Context: an optimization exercise on an open-source flow, tuned for a short achievable clock period and few clock cycles per item. The choices shown serve that exercise and are no tape-out recipe. Only simulation tests tie the RTL to the original design; equivalence was not proved. The clock cells of runs 1 to 4 come from the design's own scripts or RTL, not from TritonCTS. The flow treats the clock pin as an ideal source. Dropping or thinning the clock tree relies on that and would not hold on a real chip. Power figures rest on the tool's default switching activity, not on a simulated workload.

### design/flow/flow/run.sh
#!/bin/bash
# Standard ORFS layout (the standard.sh) with two changes:
#  - pins placed one routing track apart instead of two, so the die can be smaller;
#  - the clock tree is built by flow/manual_cts.tcl (a two-level inverter tree, see
#    there) instead of TritonCTS; it also puts each output port's buffer and register
#    next to the port.
# Full tool output goes to standard.log; ORFS's per-step logs are under orfs/logs.
bash standard.sh 'PLACE_PINS_ARGS=-min_distance 1 -min_distance_in_tracks' "PRE_CTS_TCL=$PWD/flow/manual_cts.tcl" finish > standard.log 2>&1
### design/flow/flow/manual_cts.tcl
# Two-level clock tree built by hand, in place of TritonCTS (run as the
# flow's PRE_CTS_TCL hook, so the rest of ORFS's CTS step - legalization,
# timing repair - runs as usual).
#   clk_in -> MID_N clkinv_16 (one per group of leaf inverters)
#          -> leaf clkinv_8 (one per cluster of about LEAF_SIZE flops)
#          -> flip-flop clock pins
# Two inversions, so every flop is clocked on the rising edge of clk_in, and
# every flop sees the same two cells. Clusters come from k-means on the
# placed flop positions; each cell sits at its loads' centroid.

set leaf_size 26
set mid_n 4
set move_outputs 1
set leaf_cap [expr {int($leaf_size * 1.3)}]
set buf_master_name sky130_fd_sc_hd__clkinv_16
set leaf_master_name sky130_fd_sc_hd__clkinv_8

set db [ord::get_db]
set block [ord::get_db_block]
set master [$db findMaster $buf_master_name]
set leaf_master [$db findMaster $leaf_master_name]
set clk_net [$block findNet clk_in]

proc iterm_xy {it} {
  set bb [[$it getInst] getBBox]
  return [list [expr {([$bb xMin] + [$bb xMax]) / 2.0}] [expr {([$bb yMin] + [$bb yMax]) / 2.0}]]
}

# k-means; pts is a list of {x y}; returns the cluster index of each point
proc kmeans {pts k iters} {
  set n [llength $pts]
  # seed on a grid over the bounding box
  set xs [lmap p $pts {lindex $p 0}]
  set ys [lmap p $pts {lindex $p 1}]
  set x0 [tcl::mathfunc::min {*}$xs]
  set x1 [tcl::mathfunc::max {*}$xs]
  set y0 [tcl::mathfunc::min {*}$ys]
  set y1 [tcl::mathfunc::max {*}$ys]
  set g [expr {int(ceil(sqrt($k)))}]
  set cx {}
  set cy {}
  for {set i 0} {$i < $k} {incr i} {
    set gx [expr {$i % $g}]
    set gy [expr {$i / $g}]
    set rows [expr {int(ceil(double($k) / $g))}]
    lappend cx [expr {$x0 + ($gx + 0.5) * ($x1 - $x0) / $g}]
    lappend cy [expr {$y0 + ($gy + 0.5) * ($y1 - $y0) / $rows}]
  }
  set assign [lrepeat $n 0]
  for {set it 0} {$it < $iters} {incr it} {
    set assign {}
    foreach p $pts {
      set px [lindex $p 0]
      set py [lindex $p 1]
      set best 0
      set bd 1e30
      for {set c 0} {$c < $k} {incr c} {
        set dx [expr {$px - [lindex $cx $c]}]
        set dy [expr {$py - [lindex $cy $c]}]
        set d [expr {$dx * $dx + $dy * $dy}]
        if {$d < $bd} {
          set bd $d
          set best $c
        }
      }
      lappend assign $best
    }
    set sx [lrepeat $k 0.0]
    set sy [lrepeat $k 0.0]
    set sn [lrepeat $k 0]
    foreach p $pts a $assign {
      lset sx $a [expr {[lindex $sx $a] + [lindex $p 0]}]
      lset sy $a [expr {[lindex $sy $a] + [lindex $p 1]}]
      lset sn $a [expr {[lindex $sn $a] + 1}]
    }
    for {set c 0} {$c < $k} {incr c} {
      if {[lindex $sn $c] > 0} {
        lset cx $c [expr {[lindex $sx $c] / [lindex $sn $c]}]
        lset cy $c [expr {[lindex $sy $c] / [lindex $sn $c]}]
      }
    }
  }
  return [list $assign $cx $cy]
}

proc out_iterm {inst} {
  foreach it [$inst getITerms] {
    if {[$it isOutputSignal]} { return $it }
  }
  error "no output pin on [$inst getName]"
}

proc place_at {inst x y} {
  set m [$inst getMaster]
  set w [$m getWidth]
  set h [$m getHeight]
  $inst setLocation [expr {int($x - $w / 2)}] [expr {int($y - $h / 2)}]
  $inst setPlacementStatus PLACED
}

# Output ports: put each port's buffer next to its pin and the register
# that drives the buffer next to the buffer, so the register-to-port path
# is short. The detailed placement that follows legalizes them.
if {$move_outputs} {
  set core [$block getCoreArea]
  foreach bt [$block getBTerms] {
    if {[$bt getIoType] != "OUTPUT"} { continue }
    set pbb [$bt getBBox]
    set px [expr {([$pbb xMin] + [$pbb xMax]) / 2.0}]
    set py [expr {([$pbb yMin] + [$pbb yMax]) / 2.0}]
    # inward direction from the nearest core edge
    set x [expr {max([$core xMin], min([$core xMax], $px))}]
    set y [expr {max([$core yMin], min([$core yMax], $py))}]
    set dx 0
    set dy 0
    if {$px <= [$core xMin]} { set dx 1 } elseif {$px >= [$core xMax]} { set dx -1 }
    if {$py <= [$core yMin]} { set dy 1 } elseif {$py >= [$core yMax]} { set dy -1 }
    set obuf ""
    foreach it [[$bt getNet] getITerms] {
      if {[$it isOutputSignal]} { set obuf [$it getInst] }
    }
    if {$obuf == ""} { continue }
    set freg ""
    foreach it [$obuf getITerms] {
      if {[$it isInputSignal] && [$it getNet] != "NULL"} {
        foreach it2 [[$it getNet] getITerms] {
          if {[$it2 isOutputSignal]} { set freg [$it2 getInst] }
        }
      }
    }
    set step 5000
    place_at $obuf [expr {$x + $dx * $step}] [expr {$y + $dy * $step}]
    if {$freg != "" && [[$freg getMaster] isSequential]} {
      place_at $freg [expr {$x + $dx * 3 * $step}] [expr {$y + $dy * 3 * $step}]
    }
    puts "manual CTS: port [$bt getName] buffer [$obuf getName] register [expr {$freg == {} ? {-} : [$freg getName]}]"
  }
}

# sinks: every clock pin on clk_in
set sinks {}
foreach it [$clk_net getITerms] {
  lappend sinks $it
}
set n_sinks [llength $sinks]
set n_leaf [expr {int(ceil(double($n_sinks) / $leaf_size))}]
puts "manual CTS: $n_sinks sinks, $n_leaf leaf buffers, $mid_n mid buffers"

set pts [lmap it $sinks {iterm_xy $it}]
lassign [kmeans $pts $n_leaf 30] assign lcx lcy

# split any cluster over leaf_cap in two, until none is
set changed 1
while {$changed} {
  set changed 0
  set cnt [lrepeat $n_leaf 0]
  foreach a $assign { lset cnt $a [expr {[lindex $cnt $a] + 1}] }
  for {set c 0} {$c < $n_leaf} {incr c} {
    if {[lindex $cnt $c] > $leaf_cap} {
      set idx {}
      set sub {}
      set i 0
      foreach p $pts a $assign {
        if {$a == $c} { lappend idx $i; lappend sub $p }
        incr i
      }
      lassign [kmeans $sub 2 20] sa scx scy
      lset lcx $c [lindex $scx 0]
      lset lcy $c [lindex $scy 0]
      lappend lcx [lindex $scx 1]
      lappend lcy [lindex $scy 1]
      foreach i $idx a $sa {
        if {$a == 1} { lset assign $i $n_leaf }
      }
      incr n_leaf
      set changed 1
      break
    }
  }
}
# drop empty clusters
set cnt [lrepeat $n_leaf 0]
foreach a $assign { lset cnt $a [expr {[lindex $cnt $a] + 1}] }
set remap {}
set ncx {}
set ncy {}
set k 0
for {set c 0} {$c < $n_leaf} {incr c} {
  if {[lindex $cnt $c] > 0} {
    lappend remap $k
    lappend ncx [lindex $lcx $c]
    lappend ncy [lindex $lcy $c]
    incr k
  } else {
    lappend remap -1
  }
}
set assign [lmap a $assign {lindex $remap $a}]
set lcx $ncx
set lcy $ncy
set n_leaf $k

# leaf buffers
set leaf_insts {}
for {set c 0} {$c < $n_leaf} {incr c} {
  set inst [odb::dbInst_create $block $leaf_master "clkbuf_leaf_m$c"]
  set net [odb::dbNet_create $block "clknet_leaf_m$c"]
  $net setSigType CLOCK
  [out_iterm $inst] connect $net
  place_at $inst [lindex $lcx $c] [lindex $lcy $c]
  lappend leaf_insts $inst
  set leaf_net($c) $net
  set leaf_cnt($c) 0
}
foreach it $sinks a $assign {
  $it disconnect
  $it connect $leaf_net($a)
  incr leaf_cnt($a)
}
set sizes {}
for {set c 0} {$c < $n_leaf} {incr c} { lappend sizes $leaf_cnt($c) }
puts "manual CTS: leaf cluster sizes $sizes"

# mid buffers over the leaf buffers
set lpts {}
for {set c 0} {$c < $n_leaf} {incr c} { lappend lpts [list [lindex $lcx $c] [lindex $lcy $c]] }
lassign [kmeans $lpts $mid_n 30] massign mcx mcy
for {set m 0} {$m < $mid_n} {incr m} {
  set inst [odb::dbInst_create $block $master "clkbuf_mid_m$m"]
  set net [odb::dbNet_create $block "clknet_mid_m$m"]
  $net setSigType CLOCK
  [out_iterm $inst] connect $net
  [$inst findITerm A] connect $clk_net
  place_at $inst [lindex $mcx $m] [lindex $mcy $m]
  set mid_net($m) $net
  set mid_cnt($m) 0
}
foreach inst $leaf_insts a $massign {
  [$inst findITerm A] connect $mid_net($a)
  incr mid_cnt($a)
}
set sizes {}
for {set m 0} {$m < $mid_n} {incr m} { lappend sizes $mid_cnt($m) }
puts "manual CTS: mid group sizes $sizes"

set_propagated_clock [all_clocks]

# the tree is built: the flow's own CTS call becomes a no-op
proc clock_tree_synthesis {args} {
  puts "manual CTS: clock_tree_synthesis $args skipped"
}

# the flow would next clone clock inverters onto every register; the
# tree's inverters are meant to be shared, so that step is skipped too
proc repair_clock_inverters {args} {
  puts "manual CTS: repair_clock_inverters skipped"
}
### design/flow/standard.sh
#!/bin/bash
# synth_recipe.tcl (not shown) runs the flow's synth.tcl, then flattens the netlist and writes it again
# the make line also repeats each setting of config.mk as NAME=value (left out here)
make -C /OpenROAD-flow-scripts/flow DESIGN_CONFIG=/design/flow/config.mk WORK_HOME=/design/flow/orfs CLKGATE_MAP_FILE= SYNTH_SCRIPT=/design/flow/synth_recipe.tcl "${@:-finish}"
### design/flow/config.mk
export PLATFORM = sky130hd
export DESIGN_NAME = hub75_output
export DESIGN_NICKNAME = hub75_output
export VERILOG_FILES = /design/flow/design.v
export SDC_FILE = /design/flow/constraint.sdc
export NUM_CORES = 4
export LEC_CHECK = 0
export CAP_MARGIN = 20
export CORE_AREA = 2 2 288 288
export DIE_AREA = 0 0 290 290
export PLACE_DENSITY = 0.8
export SETUP_SLACK_MARGIN = 3.5
export SLEW_MARGIN = 20
### design/flow/constraint.sdc
create_clock -name core_clock -period 5.0 [get_ports {clk_in}]
set_input_delay 1.0000 -clock core_clock [delete_from_list [all_inputs] [get_ports {clk_in}]]
set_output_delay 1.0000 -clock core_clock [all_outputs]
set_load 0.01 [all_outputs]
### design/flow/design.v
package pov_pkg;
   typedef struct packed {
      logic [3-1:0] blue;
      logic [3-1:0] green;
      logic [3-1:0] red;
   } pixel_t;
   typedef struct packed {
      logic [64*3*3-1:0] lower;
      logic [64*3*3-1:0] upper;
   } column_pair_t;
   typedef struct packed {
      logic blue;
      logic green;
      logic red;
   } rgb_bits_t;
   typedef logic [($clog2(3))-1:0] plane_t;       
   typedef logic [($clog2(64))-1:0]   pixel_idx_t;   
endpackage
`timescale 1ns/1ps
module column_buffer (
   input  logic                     clk_in,
   input  pov_pkg::column_pair_t    column_data,
   input  logic                     shift_n,       
   input  logic [7:0]               stage_sel,     
   input  logic [7:0]               group_sel,     
   input  logic                     take_stage,    
   input  logic                     take_input,    
   input  logic                     input_plane1,  
   output pov_pkg::rgb_bits_t       rgb0,
   output pov_pkg::rgb_bits_t       rgb1
);
   localparam int NPIX  = 64;
   localparam int DEPTH = 2 * NPIX;
   logic [5:0][NPIX-1:0]  plane2;
   logic [5:0][NPIX-1:0]  plane1;
   logic [5:0][NPIX-1:0]  plane0;
   logic [5:0][7:0]       stage_q;
   logic [5:0][7:0]       stage_d;
   logic [5:0]            staged;
   logic [5:0][DEPTH-1:0] store_q;
   logic [5:0]       rgb_q;
   bcm_plane_select u_p2 (.column_pair(column_data), .plane(pov_pkg::plane_t'(2)), .line(plane2));
   bcm_plane_select u_p1 (.column_pair(column_data), .plane(pov_pkg::plane_t'(1)), .line(plane1));
   bcm_plane_select u_p0 (.column_pair(column_data), .plane(pov_pkg::plane_t'(0)), .line(plane0));
   always_comb begin
      stage_d = '0;
      staged  = '0;
      for (int l = 0; l < 6; l++) begin
         for (int g = 0; g < 8; g++) begin
            for (int k = 0; k < 8; k++) begin
               stage_d[l][g] = stage_d[l][g] | (stage_sel[k] & plane2[l][g*8 + k]);
            end
            staged[l] = staged[l] | (group_sel[g] & stage_q[l][g]);
         end
      end
   end
   always_ff @(posedge clk_in) begin
      stage_q <= stage_d;
   end
   always_ff @(posedge clk_in) begin
      for (int l = 0; l < 6; l++) begin
         if (!shift_n) begin
            store_q[l] <= {plane0[l], 1'b0, plane1[l][NPIX-1:1]};
         end else begin
            store_q[l] <= {1'b0, store_q[l][DEPTH-1:1]};
         end
      end
   end
   always_ff @(posedge clk_in) begin
      for (int l = 0; l < 6; l++) begin
         if (take_stage) begin
            rgb_q[l] <= staged[l];
         end else if (take_input) begin
            rgb_q[l] <= input_plane1 ? plane1[l][0] : plane2[l][0];
         end else begin
            rgb_q[l] <= store_q[l][0];
         end
      end
   end
   assign rgb0 = {rgb_q[2], rgb_q[1], rgb_q[0]};
   assign rgb1 = {rgb_q[5], rgb_q[4], rgb_q[3]};
endmodule
`timescale 1ns/1ps
module bcm_plane_select (
   input  pov_pkg::column_pair_t         column_pair,
   input  pov_pkg::plane_t               plane,
   output logic [5:0][64-1:0] line
);
   localparam int NPIX = 64;
   localparam int NB   = 3;
   localparam int PIXW = 3 * NB;
   always_comb begin
      for (int l = 0; l < 6; l++) begin
         for (int k = 0; k < NPIX; k++) begin
            if (l < 3) begin
               line[l][k] = column_pair.upper[k*PIXW + l*NB + plane];
            end else begin
               line[l][k] = column_pair.lower[k*PIXW + (l-3)*NB + plane];
            end
         end
      end
   end
endmodule
`timescale 1ns/1ps
module bcm_period_timer (
   input  logic             clk_in,
   input  logic             rst_in,
   input  logic             period_start,    
   input  pov_pkg::plane_t  plane,           
   input  logic             last_plane,      
   output logic             led_blank,
   output logic             tlast
);
   localparam int COUNT_W = ($clog2((10 << (3 - 1)) + 1));
   typedef logic [COUNT_W-1:0] count_t;
   count_t count;       
   count_t count_next;
   logic   closing;     
   always_comb begin
      if (period_start) begin
         count_next = count_t'(10 << plane);
      end else if (count != '0) begin
         count_next = count - 1'b1;
      end else begin
         count_next = '0;
      end
   end
   always_ff @(posedge clk_in) begin
      if (rst_in) begin
         count     <= '0;
         closing   <= 1'b0;
         led_blank <= 1'b1;
         tlast     <= 1'b0;
      end else begin
         count     <= count_next;
         if (period_start) begin
            closing <= last_plane;
         end
         led_blank <= !period_start && (count <= count_t'(1));
         tlast     <= !period_start && (count == count_t'(2)) && closing;
      end
   end
endmodule
`timescale 1ns/1ps
module hub75_scan_ctrl (
   input  logic                 clk_in,
   input  logic                 rst_in,
   input  logic                 tvalid,
   output logic                 tready,
   output logic                 shift_n,       
   output logic [7:0]           stage_sel,
   output logic [7:0]           group_sel,
   output logic                 take_stage,
   output logic                 take_input,
   output logic                 input_plane1,
   output logic                 addr_take,     
   output logic                 latch_now,     
   output pov_pkg::plane_t      latch_plane,
   output logic                 latch_last,
   output logic                 led_clk,
   output logic                 led_latch
);
   localparam int NPIX  = 64;
   localparam int NB    = 3;
   logic                     run;     
   logic [($clog2(64)):0]      pos;     
   logic [1:0]               slot;    
   logic                     start;
   logic                     slot_end;
   logic                     col_end;
   logic [($clog2(64)):0]      pos_inc;
   logic [($clog2(64)):0]      pos_inc2;
   assign slot_end = run && (pos == NPIX);             
   assign col_end  = slot_end && (slot == 2'(NB - 1));
   assign start    = tvalid && (!run || col_end);
   assign pos_inc  = pos + 1'b1;
   assign pos_inc2 = pos + 2'd2;
   assign latch_now   = slot_end;
   assign latch_plane = pov_pkg::plane_t'(NB - 1) - pov_pkg::plane_t'(slot);
   assign latch_last  = (slot == 2'(NB - 1));
   always_ff @(posedge clk_in) begin
      if (rst_in) begin
         run       <= 1'b0;
         pos       <= '0;
         slot      <= '0;
         tready    <= 1'b0;
         shift_n   <= 1'b1;
         stage_sel    <= 8'b0000_0010;
         group_sel    <= 8'b0000_0001;
         take_stage   <= 1'b0;
         take_input   <= 1'b1;
         input_plane1 <= 1'b0;
         addr_take    <= 1'b0;
         led_clk   <= 1'b0;
         led_latch <= 1'b0;
      end else begin
         if (!run || col_end) begin
            run       <= start;
            pos       <= '0;
            slot      <= '0;
            stage_sel    <= start ? 8'b0000_0100 : 8'b0000_0010;
            group_sel    <= 8'b0000_0001;
            take_stage   <= start;
            take_input   <= !start;
            input_plane1 <= start;
            addr_take    <= 1'b0;
            led_clk   <= start;
            led_latch <= 1'b0;
            tready    <= 1'b0;
            shift_n   <= 1'b1;
         end else begin
            if (slot_end) begin
               pos       <= '0;
               slot      <= slot + 1'b1;
            end else begin
               pos       <= pos_inc;
            end
            stage_sel    <= (slot == 2'd0 && pos <= 60) ? {stage_sel[6:0], stage_sel[7]}
                                                        : 8'b0000_0010;
            group_sel    <= 8'(1) << pos_inc2[5:3];
            take_stage   <= (slot == 2'd0) && (pos <= NPIX - 2);
            take_input   <= (pos == NPIX - 1) && (slot != 2'd1);
            input_plane1 <= (slot == 2'd0) && !slot_end;
            addr_take    <= (slot == 2'd0) && (pos == NPIX - 2);
            led_clk   <= (pos != NPIX - 1);
            led_latch <= (pos == NPIX - 1);
            tready    <= (pos == NPIX - 1) && (slot == 2'd0);
            shift_n   <= !((pos == NPIX - 1) && (slot == 2'd0));
         end
      end
   end
endmodule
`timescale 1ns/1ps
module hub75_output (
   input  logic                     clk_in,
   input  logic                     rst_in,
   input  pov_pkg::column_pair_t    column_data,
   input  logic [($clog2(32))-1:0]   address_data,
   input  logic                     tvalid,
   output logic                     tready,
   output logic                     tlast,
   output pov_pkg::rgb_bits_t       rgb0,
   output pov_pkg::rgb_bits_t       rgb1,
   output logic                     led_clk,
   output logic                     led_latch,
   output logic                     led_blank,
   output logic [($clog2(32))-1:0]   hub75_address
);
   logic                   shift_n;
   logic [7:0]             stage_sel;
   logic [7:0]             group_sel;
   logic                   take_stage;
   logic                   take_input;
   logic                   input_plane1;
   logic                   addr_take;
   logic [($clog2(32))-1:0] address_q;
   logic                   latch_now;
   pov_pkg::plane_t        latch_plane;
   logic                   latch_last;
   hub75_scan_ctrl u_ctrl (
      .clk_in       (clk_in),
      .rst_in       (rst_in),
      .tvalid       (tvalid),
      .tready       (tready),
      .shift_n      (shift_n),
      .stage_sel    (stage_sel),
      .group_sel    (group_sel),
      .take_stage   (take_stage),
      .take_input   (take_input),
      .input_plane1 (input_plane1),
      .addr_take    (addr_take),
      .latch_now    (latch_now),
      .latch_plane  (latch_plane),
      .latch_last   (latch_last),
      .led_clk      (led_clk),
      .led_latch    (led_latch)
   );
   column_buffer u_buffer (
      .clk_in       (clk_in),
      .column_data  (column_data),
      .shift_n      (shift_n),
      .stage_sel    (stage_sel),
      .group_sel    (group_sel),
      .take_stage   (take_stage),
      .take_input   (take_input),
      .input_plane1 (input_plane1),
      .rgb0         (rgb0),
      .rgb1         (rgb1)
   );
   bcm_period_timer u_timer (
      .clk_in       (clk_in),
      .rst_in       (rst_in),
      .period_start (latch_now),
      .plane        (latch_plane),
      .last_plane   (latch_last),
      .led_blank    (led_blank),
      .tlast        (tlast)
   );
   always_ff @(posedge clk_in) begin
      if (addr_take) begin
         address_q <= address_data;
      end
   end
   always_ff @(posedge clk_in) begin
      if (rst_in) begin
         hub75_address <= '0;
      end else begin
         hub75_address <= address_q;
      end
   end
endmodule
==> reports/qor.yml, run 1 <==
netlist_area_um2: 29800
grt_pass1_wl_um: 150000
ant_nets: 0
cp_cell_sequence: "buf_6"
reg2reg_slack_ps: 3520
yosys.area_share.adder_pct: 0.462
synth-seq-cells: 875
async_flop_share_pct: 0
routed_wl_um: 107000
rows: 104
outcome: "no timing/DRC/antenna violations"
final_common_cell: "dfxtp_1"
finClkSkew_ps: 65.4
switchingPower_mw: 2.88
start_util_pct: 36.9
clk_pin_slew_ps: 120
yosysTopAreaCell: "dfxtp_1"
critPathMaxFanout: 1
grt_start_max_net_pins: 87
multiInputGateArea_um2: 12400
synth_simple_gate_area_share_pct: 3.20
period_share_pct: 35.0
num_vias: 23100
worst_slack_ps: 3250
cellPowerDensity_nw_per_um2: 257
yosysSeqAreaShare_pct: 59.0
hpwlAfterDp_um: 79100
vias_per_cell: 5.08
dr.pass1.iters: 7
p_int_mw: 8.58
whs_ps: 416
yosysWarnings: 5
nets: 4522
period_needed_ps: 1750
postCtsHoldBufs: 0
drv_slew: 0
clock.fmax_ghz: 0.571
swShare_pct: 25.1
grt_pass1_vias: 23400
avgSynthCellArea_um2: 13.4
crit_path_top_delay_cell: "dfxtp_2"
synth_edf_count: 5
clkPwrFrac_pct: 23.7
core_area_um2: 80800
combPwrFrac_pct: 12.0
netlist.area_leader.share_pct: 58.5
finalSetupViolations: 0
maxCapViolCount: 0
area_delta_synth_final_pct: 49.9
p_seq_share_pct: 64.3
die_width_um: 290
total_power_mw: 11.5
cellLeakagePower_nw: 19.2
routabilityCongestion: 0.945
drtIter0Drc: 1303
min_path_type: "reg2reg"
syn_nets: 3393
insertion_delay_ps: 290
critPathTopFamily: "flip-flops"
synth_compound_area_share_pct: 6.18
worstMarginPinSlew_ps: 770
ir_worst_vdd_mv: 0.342
syn-instance-count: 2222
fill_cells: 6813
die_h_um: 290
final_cell_mix: "839 x dfxtp_1, 651 x mux2_2, 612 x clkdlybuf4s50_1"
start_kind: "flip-flop"
hold_viol: 0
die_area_um2: 84100
critPathKind: "reg2out"
slew_headroom_pct: 48.7
pin_count: 1176
synth.area.top_cells: "dfxtp_1 58%, mux2_2 29%, a22oi_1 5.4%, buf_2 1.3%, nand4_1 1.1%"
final.setup.tns_ps: 0
synthFlopType: "dfxtp_1"
register_area_um2: 17600
antenna_found_initial: 165
synth_top_family_by_area: "multiplexers"
rsz0062_at_grt: "yes"
yosysUniqueCellTypes: 46
pre_cts_slack_ps: 2220
overflow: 0
post_drt_wl_per_cell_um: 23.6
crit_arrival_ps: 750
portBuffers: 1175
worst_setup_path_end_kind: "output pin"
synth.mux.area_fraction_pct: 28.8
max_stage_delay_ps: 340
grt_usage_pct: 23.5
yosys.area_share.xor_xnor_pct: 0.235
crit_buf_inv: 1
drc_errors: 0
worstPathRequired_ps: 4000
drive_above_1_share_pct: 29.9
==> Yosys cell counts, drive strengths merged (4+ instances only) <==
cell    instances
nand4          54
nand3b          4
edfxtp          5
and2           16
nor3            8
buf            91
nand2          36
nor2b          15
a22oi         216
inv             8
dfxtp         870
o21ai          15
ha             11
clkbuf         44
mux2          756
nor2           17
mux2i           7
a21oi          10
xor2            6
nand3           6
==> flip-flops by register name (all words and copies together) (netlist names), 2 cells and up <==
name and flops:
u_ctrl.group_sel 8, u_ctrl.pos 7, u_buffer.store_q 768, u_ctrl.slot 2, u_buffer.stage_q 48, hub75_address 5, address_q 5, u_timer.count 6
u_buffer.rgb_q 6, u_ctrl.stage_sel 8
==> worst paths after layout <==
path | start | end | cells after the start
max reg2reg | u_ctrl.stage_sel[5] | u_buffer.stage_q[23] | 3
min | u_buffer.store_q[546] | u_buffer.store_q[545] | 1
max | u_buffer.rgb_q[5] | rgb1[2] | 1
min reg2reg | u_buffer.store_q[546] | u_buffer.store_q[545] | 1
==> cell families after synthesis <==
| kind of cell | Yosys count |
|---|---|
| AND/OR/NAND/NOR | 171 |
| multiplexers | 763 |
| buffers and inverters | 143 |
| adder cells (fa/ha/maj) | 11 |
| XOR/XNOR | 8 |
| AO/OA/AOI/OAI | 251 |
| flip-flops | 875 |
==> final cells by class <==
type	count	share of cell area, %
Sequential cell	875	39.5
Multi-Input combinational cell	1204	27.9
Timing Repair Buffer	1221	27.2
Tap cell	1060	2.97
Inverter	49	1.68
Antenna cell	142	0.796
==> routing by layer <==
metal  GRT usage (%)  vias to the layer above  share of wire (%)
met5           0.681                        -               0.40
li1                -                    10400                  -
met3            12.8                      466                 12
met4            18.3                       62                7.8
met2            36.8                     1435                 45
met1            23.4                    10800                 35
==> stage by stage <==
step                instance area, µm²  cells  utilization, %
floorplan                        29800   2222               -
global placement                 42500   4339            52.6
detailed placement               42500   4339            52.6
CTS                              43500   4398            53.8
global route                     44600   4526            55.2
finish                           44700   4551            55.3
==> power groups by stage <==
stage | combinational, mW | clock (mW) | sequential [mW]
after floorplan | 0.376 | 0 | 7.47
after global placement | 1.39 | 0 | 7.51
after detailed placement | 1.42 | 0 | 7.52
after CTS | 1.34 | 2.83 | 7.37
after global routing | 1.47 | 3.07 | 7.40
final | 1.37 | 2.72 | 7.37
==> repair_timing <==
| action | 4_1_cts | 5_1_grt |
|---|---|---|
| gates cloned | 4 | 6 |
| resized for setup | 759 | 202 |
| buffers inserted | 14 | 5 |
| pin swaps | 201 | 35 |
| setup endpoints to repair | 843 | 346 |
Testbench counts, summed over its fixed seeds: cycles 62,488, items 320.
==> inputs of run 2 (changes only) <==
--- a/design/flow/flow/manual_cts.tcl
+++ b/design/flow/flow/manual_cts.tcl
@@ -8,12 +8,12 @@
 # every flop sees the same two cells. Clusters come from k-means on the
 # placed flop positions; each cell sits at its loads' centroid.
 
-set leaf_size 26
+set leaf_size 34
 set mid_n 4
 set move_outputs 1
-set leaf_cap [expr {int($leaf_size * 1.3)}]
+set leaf_cap [expr {int($leaf_size * 1.2)}]
 set buf_master_name sky130_fd_sc_hd__clkinv_16
-set leaf_master_name sky130_fd_sc_hd__clkinv_8
+set leaf_master_name sky130_fd_sc_hd__clkinv_16
 
 set db [ord::get_db]
 set block [ord::get_db_block]
==> run 2 against run 1 <==
Compared with the run above: power is 3.6% higher; sequential cell count did not move; sequential share of layout area increased by 0.17 points; final area is 0.42% lower; worst setup slack worse by 15 ps; combinational power about the same; critical path depth unchanged; clock power up 15%; fmax is 0.83% lower; synthesized cell count unchanged; cell count decreased by 0.92%; first-iteration DRC count is 2.5% lower; largest power group unchanged.
==> reports/qor.yml, run 2 <==
pin_count: 1176  # unchanged
place_area_um2: 42500  # unchanged
synth_simple_gate_area_share_pct: 3.20  # unchanged
period_needed_ps: 1770  # was 1750 ps
rsz0062_at_grt: "yes"  # unchanged
postCtsHoldBufs: 0  # unchanged
reg2reg_depth: 4  # was 3
dr.pass1.iters: 7  # unchanged
hpwlAfterDp_um: 79100  # unchanged
synth.most_common_cell: "dfxtp_1"  # unchanged
design_area_um2: 44500  # was 44700 µm²
grt_pass1_wl_um: 150000  # about the same
synthFlopType: "dfxtp_1"  # unchanged
antenna_found_initial: 144  # was 165
yosysTopAreaCell: "dfxtp_1"  # unchanged
vias_per_cell: 5.06  # was 5.08
drc_errors: 0  # unchanged
finClkSkew_ps: 84.7  # was 65.4 ps
ir_worst_vdd_mv: 0.458  # was 0.342 mV
synth.top_cells.by_count: "870 x dfxtp_1, 756 x mux2_2, 216 x a22oi_1"  # unchanged
avgSynthCellArea_um2: 13.4  # unchanged
crit_arrival_ps: 770  # was 750 ps
rr_startpoint: "u_ctrl.pos[5]"  # was u_ctrl.stage_sel[5]
netlist.area_leader.share_pct: 58.5  # unchanged
synth.area.top_cells: "dfxtp_1 58%, mux2_2 29%, a22oi_1 5.4%, buf_2 1.3%, nand4_1 1.1%"  # unchanged
yosysUniqueCellTypes: 46  # unchanged
portBuffers: 1175  # unchanged
die_width_um: 290  # unchanged
drtIter0Drc: 1270  # was 1303
worstPathRequired_ps: 4000  # about the same
overflow: 0  # unchanged
start_kind: "flip-flop"  # unchanged
grt_usage_pct: 23.6  # was 23.5%
ant_nets: 0  # unchanged
post_drt_wl_per_cell_um: 23.5  # was 23.6 µm
cellLeakagePower_nw: 18.1  # was 19.2 nW
final.setup.tns_ps: 0  # unchanged
synth_edf_count: 5  # unchanged
async_flop_share_pct: 0  # unchanged
critPathKind: "reg2out"  # unchanged
crit_buf_inv: 1  # unchanged
syn-instance-count: 2222  # unchanged
worst_slack_ps: 3230  # was 3250 ps
routabilityCongestion: 0.945  # unchanged
max_stage_delay_ps: 340  # about the same
pre_cts_slack_ps: 2220  # unchanged
min_path_type: "reg2reg"  # unchanged
min_delay_path_depth: 1  # unchanged
cp_cell_sequence: "buf_6"  # unchanged
worst_setup_path_end_kind: "output pin"  # unchanged
critPathTopFamily: "flip-flops"  # unchanged
yosys.area_share.xor_xnor_pct: 0.235  # unchanged
slew_headroom_pct: 45.2  # was 48.7%
whs_ps: 402  # was 416 ps
yosys.area_share.adder_pct: 0.462  # unchanged
grt_start_max_net_pins: 87  # unchanged
routed_wl_um: 106000  # was 107000 µm
die_h_um: 290  # unchanged
outcome: "no timing/DRC/antenna violations"  # unchanged
netlist_area_um2: 29800  # unchanged
worstMarginPinSlew_ps: 822  # was 770 ps
core_area_um2: 80800  # unchanged
hp-start: "u_buffer.store_q[718]"  # was u_buffer.store_q[546]
nets: 4505  # was 4522
rows: 104  # unchanged
syn_nets: 3393  # unchanged
yosysWarnings: 5  # unchanged
largest_reg_flops: 768  # unchanged
area_delta_synth_final_pct: 49.2  # was 49.9%
final_common_cell: "dfxtp_1"  # unchanged
cellPowerDensity_nw_per_um2: 267  # was 257 nW/µm²
reg2reg_slack_ps: 3490  # was 3520 ps
grt_pass1_vias: 23400  # about the same
r2r-end: "u_ctrl.group_sel[3]"  # was u_buffer.stage_q[23]
clock.fmax_ghz: 0.566  # was 0.571 GHz
yosysSeqAreaShare_pct: 59.0  # unchanged
finalSetupViolations: 0  # unchanged
clk_pin_slew_ps: 100  # was 120 ps
drive_above_1_share_pct: 29.6  # was 29.9%
period_share_pct: 35.3  # was 35.0%
fill_cells: 6763  # was 6813
synth_compound_area_share_pct: 6.18  # unchanged
start_util_pct: 36.9  # unchanged
maxCapViolCount: 0  # unchanged
synth.mux.area_fraction_pct: 28.8  # unchanged
final_cell_mix: "839 x dfxtp_1, 822 x clkdlybuf4s50_1, 751 x mux2_2"  # was 839 x dfxtp_1, 651 x mux2_2, 612 x clkdlybuf4s50_1
hold-path-endpoint: "u_buffer.store_q[717]"  # was u_buffer.store_q[545]
critPathMaxFanout: 1  # unchanged
num_vias: 22800  # was 23100
reg.largest.list: "u_buffer.store_q x768, u_buffer.stage_q x48"  # unchanged
total_power_mw: 11.9  # was 11.5 mW
synth-seq-cells: 875  # unchanged
largest_register: "u_buffer.store_q"  # unchanged
hold_viol: 0  # unchanged
die_area_um2: 84100  # unchanged
synth_top_family_by_area: "multiplexers"  # unchanged
crit_path_top_delay_cell: "dfxtp_2"  # unchanged
drv_slew: 0  # unchanged
insertion_delay_ps: 360  # was 290 ps
[run 2: cell counts after synthesis]
Identical to the previous run, type by type.
[run 2: stage by stage]
stage	instances	util, %
finish	4509	55.0
global route	4495	55.0
CTS	4388	54.1
detailed placement	4339	52.6
global placement	4339	52.6
floorplan	2222	-
[run 2: routing by layer]
metal | share of wire, % | GRT usage (%) | vias up | wire length (µm)
met3 | 12 | 12.1 | 440 | 12700
met1 | 35 | 23.9 | 10600 | 36900
met4 | 8.1 | 19.0 | 68 | 8620
li1 | - | - | 10300 | -
met5 | 0.42 | 1.02 | - | 450
met2 | 45 | 36.4 | 1393 | 47300
[run 2: worst max-delay path by stage]
stage                                 start             endpoint  slack (ps)  cells after the start
after global placement               rst_in  u_ctrl.group_sel[3]        2240                      5
after floorplan                      rst_in  u_ctrl.group_sel[3]        3430                      4
final                     u_buffer.rgb_q[1]              rgb0[1]        3230                      1
after global routing      u_buffer.rgb_q[1]              rgb0[1]        3200                      1
after detailed placement             rst_in  u_ctrl.group_sel[5]        2220                      5
after CTS                     u_ctrl.tready               tready        3220                      1
[run 2: layout make-up]
| type | instances | area, µm² | share of cell area [%] |
|---|---|---|---|
| flip-flops and latches | 875 | 17600 | 39.6 |
| multi-input cells | 1204 | 12100 | 27.2 |
| repair buffers | 1210 | 12100 | 27.1 |
| well taps | 1060 | 1330 | 2.98 |
| inverters | 43 | 1080 | 2.43 |
| diodes | 117 | 293 | 0.658 |
[run 2: logic make-up (layout without fill, tap and decap cells)]
logic type / Yosys count / in the layout
buf+inv: 143 / 1253
mux: 763 / 763
flops: 875 / 875
simple gates: 171 / 171
compound gates: 251 / 251
xor+xnor: 8 / 8
other cells: 0 / 117
fa+ha+maj: 11 / 11
[run 2: where the power goes]
part	internal [mW]	leakage (nW)	switching [mW]
logic	0.992	10.4	0.399
clock network	0.501	0.400	2.62
registers	7.25	7.27	0.113
total	8.75	18.1	3.13
[run 2: what timing repair did]
| action | CTS | global route |
|---|---|---|
| setup buffers | 10 | 0 |
| cloned | 4 | 4 |
| endpoints found under the setup margin | 841 | 161 |
| resized for setup | 511 | 101 |
| pin swaps | 168 | 55 |
==> inputs of run 3 (changes only) <==
--- a/design/flow/flow/manual_cts.tcl
+++ b/design/flow/flow/manual_cts.tcl
@@ -8,12 +8,12 @@
 # every flop sees the same two cells. Clusters come from k-means on the
 # placed flop positions; each cell sits at its loads' centroid.
 
-set leaf_size 34
+set leaf_size 26
 set mid_n 4
 set move_outputs 1
-set leaf_cap [expr {int($leaf_size * 1.2)}]
+set leaf_cap [expr {int($leaf_size * 1.15)}]
 set buf_master_name sky130_fd_sc_hd__clkinv_16
-set leaf_master_name sky130_fd_sc_hd__clkinv_16
+set leaf_master_name sky130_fd_sc_hd__clkinv_8
 
 set db [ord::get_db]
 set block [ord::get_db_block]
--- a/design/flow/config.mk
+++ b/design/flow/config.mk
@@ -6,8 +6,8 @@
 export NUM_CORES = 4
 export LEC_CHECK = 0
 export CAP_MARGIN = 20
-export CORE_AREA = 2 2 288 288
-export DIE_AREA = 0 0 290 290
+export CORE_AREA = 2 2 273 273
+export DIE_AREA = 0 0 275 275
 export PLACE_DENSITY = 0.8
 export SETUP_SLACK_MARGIN = 3.5
 export SLEW_MARGIN = 20
==> run 3 against run 2 <==
Compared with the run above: still clean; sequential share of layout area decreased by 0.45 points; clock skew down 21 ps; sequential cell count stayed put; synthesized cell count did not move; fmax rose by 0.99%; wire length increased by 3.3%; core utilization rose by 6.7 points; critical endpoint is now hub75_address[0]; largest power group unchanged; highest routed layer unchanged.
==> reports/qor.yml, run 3 <==
outcome: "no timing/DRC/antenna violations"  # unchanged
nets: 4547  # was 4505
yosysTopAreaCell: "dfxtp_1"  # unchanged
rsz0062_at_grt: "yes"  # unchanged
critPathTopFamily: "flip-flops"  # unchanged
crit_arrival_ps: 750  # was 770 ps
pre_cts_slack_ps: 2220  # about the same
synth.area.top_cells: "dfxtp_1 58%, mux2_2 29%, a22oi_1 5.4%, buf_2 1.3%, nand4_1 1.1%"  # unchanged
core_area_um2: 72800  # was 80800 µm²
critPathCapture: "hub75_address[0]"  # was rgb0[1]
async_flop_share_pct: 0  # unchanged
start_util_pct: 40.9  # was 36.9%
worst_setup_path_end_kind: "output pin"  # unchanged
max_stage_delay_ps: 360  # was 340 ps
hpwlAfterDp_um: 77300  # was 79100 µm
wl_met2_um: 47900  # was 47300 µm
switchingPower_mw: 3.02  # was 3.13 mW
yosysWarnings: 5  # unchanged
die_width_um: 275  # was 290 µm
crit_path_top_delay_cell: "dfxtp_2"  # unchanged
die_area_um2: 75600  # was 84100 µm²
min_path_type: "reg2reg"  # unchanged
finClkSkew_ps: 63.9  # was 84.7 ps
worstMarginPinSlew_ps: 765  # was 822 ps
synth-seq-cells: 875  # unchanged
antenna_found_initial: 143  # was 144
clock.fmax_ghz: 0.572  # was 0.566 GHz
dr.pass1.iters: 7  # unchanged
avgSynthCellArea_um2: 13.4  # unchanged
routed_wl_um: 109000  # was 106000 µm
rows: 99  # was 104
reg2reg_depth: 3  # was 4
final_common_cell: "dfxtp_1"  # unchanged
cellPowerDensity_nw_per_um2: 259  # was 267 nW/µm²
grt_pass1_vias: 23000  # was 23400
slew_headroom_pct: 49.0  # was 45.2%
ant_nets: 0  # unchanged
hold_viol: 0  # unchanged
grt_pass1_wl_um: 145000  # was 150000 µm
synthFlopType: "dfxtp_1"  # unchanged
combPwrFrac_pct: 11.9  # was 11.7%
largest_register: "u_buffer.store_q"  # unchanged
p_seq_share_pct: 63.2  # was 62.0%
syn-instance-count: 2222  # unchanged
worstPathRequired_ps: 4000  # about the same
grt_usage_pct: 25.7  # was 23.6%
synth_edf_count: 5  # unchanged
synth.top_cells.by_count: "870 x dfxtp_1, 756 x mux2_2, 216 x a22oi_1"  # unchanged
r2r-end: "u_buffer.store_q[75]"  # was u_ctrl.group_sel[3]
yosysSeqAreaShare_pct: 59.0  # unchanged
syn_nets: 3393  # unchanged
critPathLaunch: "hub75_address[0]"  # was u_buffer.rgb_q[1]
cp_cell_sequence: "buf_6"  # unchanged
cp.depth: 1  # unchanged
reg.largest.list: "u_buffer.store_q x768, u_buffer.stage_q x48"  # unchanged
routabilityCongestion: 0.953  # was 0.945
design_area_um2: 45000  # was 44500 µm²
cellLeakagePower_nw: 19.0  # was 18.1 nW
wl_met3_um: 14500  # was 12700 µm
crit_buf_inv: 1  # unchanged
hp-start: "u_buffer.store_q[721]"  # was u_buffer.store_q[718]
clk_pin_slew_ps: 120  # was 100 ps
finalSetupViolations: 0  # unchanged
final.setup.tns_ps: 0  # unchanged
portBuffers: 1175  # unchanged
maxCapViolCount: 0  # unchanged
drt-met1-wl_um: 37500  # was 36900 µm
place_area_um2: 42400  # was 42500 µm²
swShare_pct: 25.9  # was 26.4%
grt_start_max_net_pins: 78  # was 87
area_delta_synth_final_pct: 50.9  # was 49.2%
period_share_pct: 35.0  # was 35.3%
drive_above_1_share_pct: 31.4  # was 29.6%
synth.most_common_cell: "dfxtp_1"  # unchanged
overflow: 0  # unchanged
drc_errors: 0  # unchanged
period_needed_ps: 1750  # was 1770 ps
p_int_mw: 8.65  # was 8.75 mW
insertion_delay_ps: 350  # was 360 ps
num_vias: 23400  # was 22800
start_kind: "flip-flop"  # unchanged
top_layer_used: "met5"  # unchanged
yosysUniqueCellTypes: 46  # unchanged
clkPwrFrac_pct: 24.9  # was 26.3%
die_h_um: 275  # was 290 µm
drtIter0Drc: 1572  # was 1270
ir_worst_vdd_mv: 0.319  # was 0.458 mV
vias_per_cell: 5.26  # was 5.06
netlist_area_um2: 29800  # unchanged
critPathKind: "reg2out"  # unchanged
largest_reg_flops: 768  # unchanged
reg2reg_slack_ps: 3450  # was 3490 ps
pin_count: 1176  # unchanged
worst_slack_ps: 3250  # was 3230 ps
netlist.area_leader.share_pct: 58.5  # unchanged
rr_startpoint: "u_ctrl.shift_n"  # was u_ctrl.pos[5]
drv_slew: 0  # unchanged
final_cell_mix: "838 x dfxtp_1, 709 x clkdlybuf4s50_1, 702 x mux2_2"  # was 839 x dfxtp_1, 822 x clkdlybuf4s50_1, 751 x mux2_2
critPathMaxFanout: 1  # unchanged
utilization_pct: 61.7  # was 55.0%
post_drt_wl_per_cell_um: 24.6  # was 23.5 µm
[run 3: cells by family after synthesis]
logic type | count (synthesis) | synth area share, %
xor+xnor | 8 | 0.235
buf+inv | 143 | 2.16
fa+ha+maj | 11 | 0.462
mux | 763 | 28.8
flops | 875 | 59.0
simple gates | 171 | 3.20
compound gates | 251 | 6.18
[run 3: routing by layer]
metal / up-vias / global-route usage, %
met5: - / 0.940
met4: 62 / 22.9
met3: 516 / 13.8
met2: 1512 / 38.5
met1: 10900 / 25.7
li1: 10400 / -
[run 3: cell type report]
class,count,area (µm²)
antenna,119,298
inverter,57,882
tap,959,1200
multi-input combinational,1205,12400
fill,5795,27900
timing repair buffer,1237,12600
sequential,875,17600
[run 3: stage by stage]
step	std cells	power, mW	hold slack (ps)
6_report	4452	11.7	404
5_1_grt	4433	12.1	421
4_1_cts	4305	11.7	403
3_5_place_dp	4238	8.93	421
3_3_place_gp	4238	8.90	413
2_1_floorplan	2222	7.85	412
[run 3: what timing repair did]
item                       4_1_cts  5_1_grt
resized for setup              632      222
hold buffers                     0        0
cloned                           8       16
pin swaps                      125       65
hold endpoints to repair         0        0
buffers inserted                10       12
setup endpoints to repair      886      553
[run 3: worst min path at each step]
stage	slack (ps)	endpoint	cells after the start
6_report	400	u_buffer.store_q[720]	1
5_1_grt	420	u_buffer.store_q[302]	1
4_1_cts	400	u_buffer.store_q[720]	1
3_5_place_dp	420	u_buffer.store_q[319]	1
3_3_place_gp	410	u_buffer.store_q[703]	1
2_1_floorplan	410	u_buffer.store_q[191]	1
[run 3: power by group through the flow]
stage | clock (mW) | sequential [mW] | combinational, mW
4_1_cts | 3.01 | 7.37 | 1.35
5_1_grt | 3.25 | 7.40 | 1.48
6_report | 2.91 | 7.37 | 1.39
3_5_place_dp | 0 | 7.51 | 1.42
2_1_floorplan | 0 | 7.47 | 0.376
3_3_place_gp | 0 | 7.51 | 1.39
==> inputs of run 4 (changes only) <==
--- a/design/flow/config.mk
+++ b/design/flow/config.mk
@@ -6,8 +6,8 @@
 export NUM_CORES = 4
 export LEC_CHECK = 0
 export CAP_MARGIN = 20
-export CORE_AREA = 2 2 273 273
-export DIE_AREA = 0 0 275 275
+export CORE_AREA = 2 2 288 288
+export DIE_AREA = 0 0 290 290
 export PLACE_DENSITY = 0.8
 export SETUP_SLACK_MARGIN = 3.5
 export SLEW_MARGIN = 20
==> run 4 against run 3 <==
Compared with the run above: area after synthesis unchanged; fmax down 0.42%; synthesized cell count unchanged; register-to-register slack better by 70 ps; critical endpoint is now hub75_address[1]; die area up 11%; final area down 0.97%; sequential share of layout area up 0.39 points; global-route usage down 2.3 points; largest power group unchanged; sequential power about the same; power down 0.97%; critical path depth unchanged.
==> reports/qor.yml, run 4 <==
reg2reg_slack_ps: 3520  # was 3450 ps
final_common_cell: "dfxtp_1"  # unchanged
antenna_found_initial: 156  # was 143
largest_reg_flops: 768  # unchanged
rsz0062_at_grt: "yes"  # unchanged
worst_setup_path_end_kind: "output pin"  # unchanged
postCtsHoldBufs: 0  # unchanged
hp-start: "u_buffer.store_q[378]"  # was u_buffer.store_q[721]
max_stage_delay_ps: 350  # was 360 ps
cellPowerDensity_nw_per_um2: 259  # about the same
num_vias: 23000  # was 23400
synth_compound_area_share_pct: 6.18  # unchanged
pre_cts_slack_ps: 2220  # about the same
synth_top_family_by_area: "multiplexers"  # unchanged
cellLeakagePower_nw: 18.7  # was 19.0 nW
r2r-end: "u_buffer.stage_q[23]"  # was u_buffer.store_q[75]
yosysWarnings: 5  # unchanged
crit_path_top_delay_cell: "dfxtp_2"  # unchanged
critPathMaxFanout: 1  # unchanged
syn_nets: 3393  # unchanged
finalSetupViolations: 0  # unchanged
start_util_pct: 36.9  # was 40.9%
drive_above_1_share_pct: 30.1  # was 31.4%
finClkSkew_ps: 65.2  # was 63.9 ps
grt_usage_pct: 23.4  # was 25.7%
synth-seq-cells: 875  # unchanged
min_path_type: "reg2reg"  # unchanged
syn-instance-count: 2222  # unchanged
synth.most_common_cell: "dfxtp_1"  # unchanged
post_drt_wl_per_cell_um: 23.5  # was 24.6 µm
crit_buf_inv: 1  # unchanged
final.setup.tns_ps: 0  # unchanged
period_share_pct: 35.1  # was 35.0%
start_kind: "flip-flop"  # unchanged
hold_viol: 0  # unchanged
synth.top_cells.by_count: "870 x dfxtp_1, 756 x mux2_2, 216 x a22oi_1"  # unchanged
fill_cells: 6801  # was 5795
clk_pin_slew_ps: 110  # was 120 ps
outcome: "no timing/DRC/antenna violations"  # unchanged
overflow: 0  # unchanged
die_width_um: 290  # was 275 µm
grt_pass1_wl_um: 149000  # was 145000 µm
netlist.area_leader.share_pct: 58.5  # unchanged
core_area_um2: 80800  # was 72800 µm²
final_cell_mix: "839 x dfxtp_1, 694 x mux2_2, 678 x clkdlybuf4s50_1"  # was 838 x dfxtp_1, 709 x clkdlybuf4s50_1, 702 x mux2_2
rows: 104  # was 99
drv_slew: 0  # unchanged
hold-path-endpoint: "u_buffer.store_q[377]"  # was u_buffer.store_q[720]
synth.mux.area_fraction_pct: 28.8  # unchanged
synthFlopType: "dfxtp_1"  # unchanged
reg2reg_depth: 3  # unchanged
insertion_delay_ps: 300  # was 350 ps
netlist_area_um2: 29800  # unchanged
drtIter0Drc: 1351  # was 1572
worst_slack_ps: 3240  # was 3250 ps
largest_register: "u_buffer.store_q"  # unchanged
routabilityCongestion: 0.945  # was 0.953
avgSynthCellArea_um2: 13.4  # unchanged
reg.largest.list: "u_buffer.store_q x768, u_buffer.stage_q x48"  # unchanged
synth_edf_count: 5  # unchanged
die_h_um: 290  # was 275 µm
grt_start_max_net_pins: 99  # was 78
critPathKind: "reg2out"  # unchanged
async_flop_share_pct: 0  # unchanged
synth_simple_gate_area_share_pct: 3.20  # unchanged
portBuffers: 1175  # unchanged
yosys.area_share.adder_pct: 0.462  # unchanged
vias_per_cell: 5.07  # was 5.26
pin_count: 1176  # unchanged
clock.fmax_ghz: 0.569  # was 0.572 GHz
area_delta_synth_final_pct: 49.5  # was 50.9%
ant_nets: 0  # unchanged
period_needed_ps: 1760  # was 1750 ps
yosysUniqueCellTypes: 46  # unchanged
yosys.area_share.xor_xnor_pct: 0.235  # unchanged
worstMarginPinSlew_ps: 695  # was 765 ps
yosysTopAreaCell: "dfxtp_1"  # unchanged
slew_headroom_pct: 53.6  # was 49.0%
hpwlAfterDp_um: 79100  # was 77300 µm
ir_worst_vdd_mv: 0.322  # was 0.319 mV
maxCapViolCount: 0  # unchanged
routed_wl_um: 107000  # was 109000 µm
cp_cell_sequence: "buf_6"  # unchanged
nets: 4522  # was 4547
worstPathRequired_ps: 4000  # about the same
min_delay_path_depth: 1  # unchanged
yosysSeqAreaShare_pct: 59.0  # unchanged
dr.pass1.iters: 7  # unchanged
rr_startpoint: "u_ctrl.stage_sel[5]"  # was u_ctrl.shift_n
critPathTopFamily: "flip-flops"  # unchanged
crit_arrival_ps: 760  # was 750 ps
synth.area.top_cells: "dfxtp_1 58%, mux2_2 29%, a22oi_1 5.4%, buf_2 1.3%, nand4_1 1.1%"  # unchanged
grt_pass1_vias: 23300  # was 23000
die_area_um2: 84100  # was 75600 µm²
drc_errors: 0  # unchanged
[run 4: how the worst max path moves through the flow]
stage / startpoint / endpoint / slack, ps / depth (start not counted)
2_1_floorplan: rst_in / u_ctrl.group_sel[3] / 3430 / 4
3_3_place_gp: rst_in / u_ctrl.group_sel[3] / 2240 / 5
3_5_place_dp: rst_in / u_ctrl.group_sel[5] / 2220 / 5
4_1_cts: u_timer.led_blank / led_blank / 3230 / 1
5_1_grt: hub75_address[1] / hub75_address[1] / 3220 / 1
6_report: hub75_address[1] / hub75_address[1] / 3240 / 1
[run 4: layer usage]
layer	up-vias	track usage (%)	share of wire, %
li1	10400	-	-
met1	10800	23.4	35
met2	1379	36.9	45
met3	443	12.3	12
met4	66	17.5	7.5
met5	-	0.510	0.43
[run 4: logic make-up (layout without fill, tap and decap cells)]
kind of cell	count (synthesis)	after routing
flops	875	875
mux	763	763
compound gates	251	251
simple gates	171	171
buf+inv	143	1270
fa+ha+maj	11	11
xor+xnor	8	8
other cells	0	131
[run 4: area by class of cell]
type	count	area (µm²)	area share (%)
Sequential cell	875	17600	39.6
Multi-Input combinational cell	1204	12300	27.6
Timing Repair Buffer	1217	12200	27.3
Tap cell	1060	1330	2.98
Inverter	53	817	1.83
Antenna cell	131	328	0.736
[run 4: timing repair]
action / 4_1_cts / 5_1_grt
buffers inserted: 10 / 5
endpoints found under the setup margin: 842 / 293
resized for setup: 693 / 179
gates cloned: 3 / 7
pin swaps: 201 / 50
[run 4: through the flow]
stage | power (mW) | instances | hold slack (ps) | utilization [%] | cell area, µm²
2_1_floorplan | 7.85 | 2222 | 412 | - | 29800
3_3_place_gp | 8.90 | 4339 | 414 | 52.6 | 42500
3_5_place_dp | 8.94 | 4339 | 421 | 52.6 | 42500
4_1_cts | 11.6 | 4397 | 422 | 53.8 | 43500
5_1_grt | 12.0 | 4522 | 432 | 55.1 | 44500
6_report | 11.6 | 4540 | 422 | 55.1 | 44500
[run 4: report_power, final]
part / switching [mW] / internal (mW)
Sequential: 0.114 / 7.25
Clock: 2.42 / 0.386
Combinational: 0.408 / 0.972
Total: 2.94 / 8.61
==> inputs of run 5 (changes only) <==
--- a/design/flow/config.mk
+++ b/design/flow/config.mk
@@ -8,6 +8,6 @@
 export CAP_MARGIN = 20
 export CORE_AREA = 2 2 288 288
 export DIE_AREA = 0 0 290 290
-export PLACE_DENSITY = 0.8
+export PLACE_DENSITY = 0.9
 export SETUP_SLACK_MARGIN = 3.5
 export SLEW_MARGIN = 20
==> run 5 against run 4 <==
Compared with the run above: the run now fails in global routing (5_1_grt); synthesized cell count did not move; area after synthesis is the same.
==> reports/qor.yml, run 5 <==
outcome: "aborted with a tool error"  # was no timing/DRC/antenna violations
haltStage: "global routing (5_1_grt)"
error: "[ERROR GRT-0232] Routing congestion too high. Check the congestion heatmap in the GUI."
pin_count: 1176  # unchanged
postCtsHoldBufs: 0  # unchanged
async_flop_share_pct: 0  # unchanged
hpwlAfterDp_um: 81100  # was 79100 µm
synthFlopType: "dfxtp_1"  # unchanged
yosysTopAreaCell: "dfxtp_1"  # unchanged
yosysUniqueCellTypes: 46  # unchanged
netlist.area_leader.share_pct: 58.5  # unchanged
crit_endpoint: "led_clk"
die_h_um: 290  # unchanged
avgSynthCellArea_um2: 13.4  # unchanged
synth-seq-cells: 875  # unchanged
overflow: 7
synth.most_common_cell: "dfxtp_1"  # unchanged
worst-endpoint-pin-kind: "top-level output"
syn_nets: 3393  # unchanged
synth.area.top_cells: "dfxtp_1 58%, mux2_2 29%, a22oi_1 5.4%, buf_2 1.3%, nand4_1 1.1%"  # unchanged
yosysWarnings: 5  # unchanged
routabilityCongestion: 0.995  # was 0.945
grt_usage_pct: 30.2
yosysSeqAreaShare_pct: 59.0  # unchanged
start_util_pct: 36.9  # unchanged
synth_edf_count: 5  # unchanged
grt_start_max_net_pins: 53
rows: 104  # unchanged
synth.top_cells.by_count: "870 x dfxtp_1, 756 x mux2_2, 216 x a22oi_1"  # unchanged
netlist_area_um2: 29800  # unchanged
die_width_um: 290  # unchanged
portBuffers: 1175  # unchanged
syn-instance-count: 2222  # unchanged
==> run 5: cells by family after synthesis <==
family / count (synthesis) / share of synthesized area, %
multiplexers: 763 / 28.8
buffers and inverters: 143 / 2.16
flip-flops: 875 / 59.0
XOR/XNOR: 8 / 0.235
AO/OA/AOI/OAI: 251 / 6.18
adder cells (fa/ha/maj): 11 / 0.462
AND/OR/NAND/NOR: 171 / 3.20
==> run 5: worst min-delay path by stage <==
| stage | end | start | cells past startpoint |
|---|---|---|---|
| after floorplan | u_buffer.store_q[191] | u_buffer.store_q[192] | 1 |
| after global placement | u_buffer.store_q[575] | u_buffer.store_q[576] | 1 |
| after detailed placement | u_buffer.store_q[447] | u_buffer.store_q[448] | 1 |
| after CTS | u_buffer.store_q[522] | u_buffer.store_q[523] | 1 |
==> run 5: per-stage QoR <==
step | setup slack, ps | hold WS, ps | cell area (µm²) | instances
4_1_cts | 3160 | 419 | 44000 | 4420
3_5_place_dp | 1870 | 425 | 42500 | 4341
3_3_place_gp | 1830 | 414 | 42500 | 4341
2_1_floorplan | 3430 | 412 | 29800 | 2222
==> run 5: timing repair <==
| item | 4_1_cts |
|---|---|
| pin swaps | 190 |
| setup buffers | 16 |
| gates resized for setup | 607 |
| gates cloned | 13 |
| endpoints found under the setup margin | 885 |
==> run 5: metal layers <==
layer,GRT usage (%),overflow
met1,29.9,0
met2,46.9,5
met3,16.6,0
met4,23.6,2
met5,2.72,0
==> run 5: power by group through the flow <==
stage | Clock, mW | Sequential (mW) | Combinational, mW
3_5_place_dp | 0 | 7.53 | 1.42
4_1_cts | 3.02 | 7.38 | 1.37
2_1_floorplan | 0 | 7.47 | 0.376
3_3_place_gp | 0 | 7.52 | 1.38

==> static timing again, ports no longer ideal <==
In the flow no input, the clock included, has a driving cell. The finished layouts below were timed again as built, in two steps. Step 1 sets driving cells, clkbuf_16 on the clock port and buf_2 on the other inputs (assumed; they add their load-dependent delay and slew). Step 2 adds t to the input delays and takes it off the output delays; t is the mean of the earliest and latest rising clock arrival at the registers after step 1. Input paths then give back, and output paths get back, about the clock's delay inside the block. a / b / c = ideal ports / drivers / drivers and shift; a / b = the first two.
| run | t, ns | setup slack, ns | latest minus earliest clock arrival (ns) |
|---|---|---|---|
| run 1 | 0.540 | 3.248 / 2.974 / 3.124 | 0.084 / 0.086 |
| run 2 | 0.590 | 3.233 / 2.968 / 3.078 | 0.102 / 0.103 |
| run 3 | 0.565 | 3.251 / 2.990 / 3.073 | 0.098 / 0.100 |
| run 4 | 0.549 | 3.243 / 2.967 / 3.083 | 0.082 / 0.084 |
After both steps every run listed still meets setup and hold. The setup slack of run 3, which loses most, moves by -0.261 ns with the drivers and by -0.178 ns with both steps.
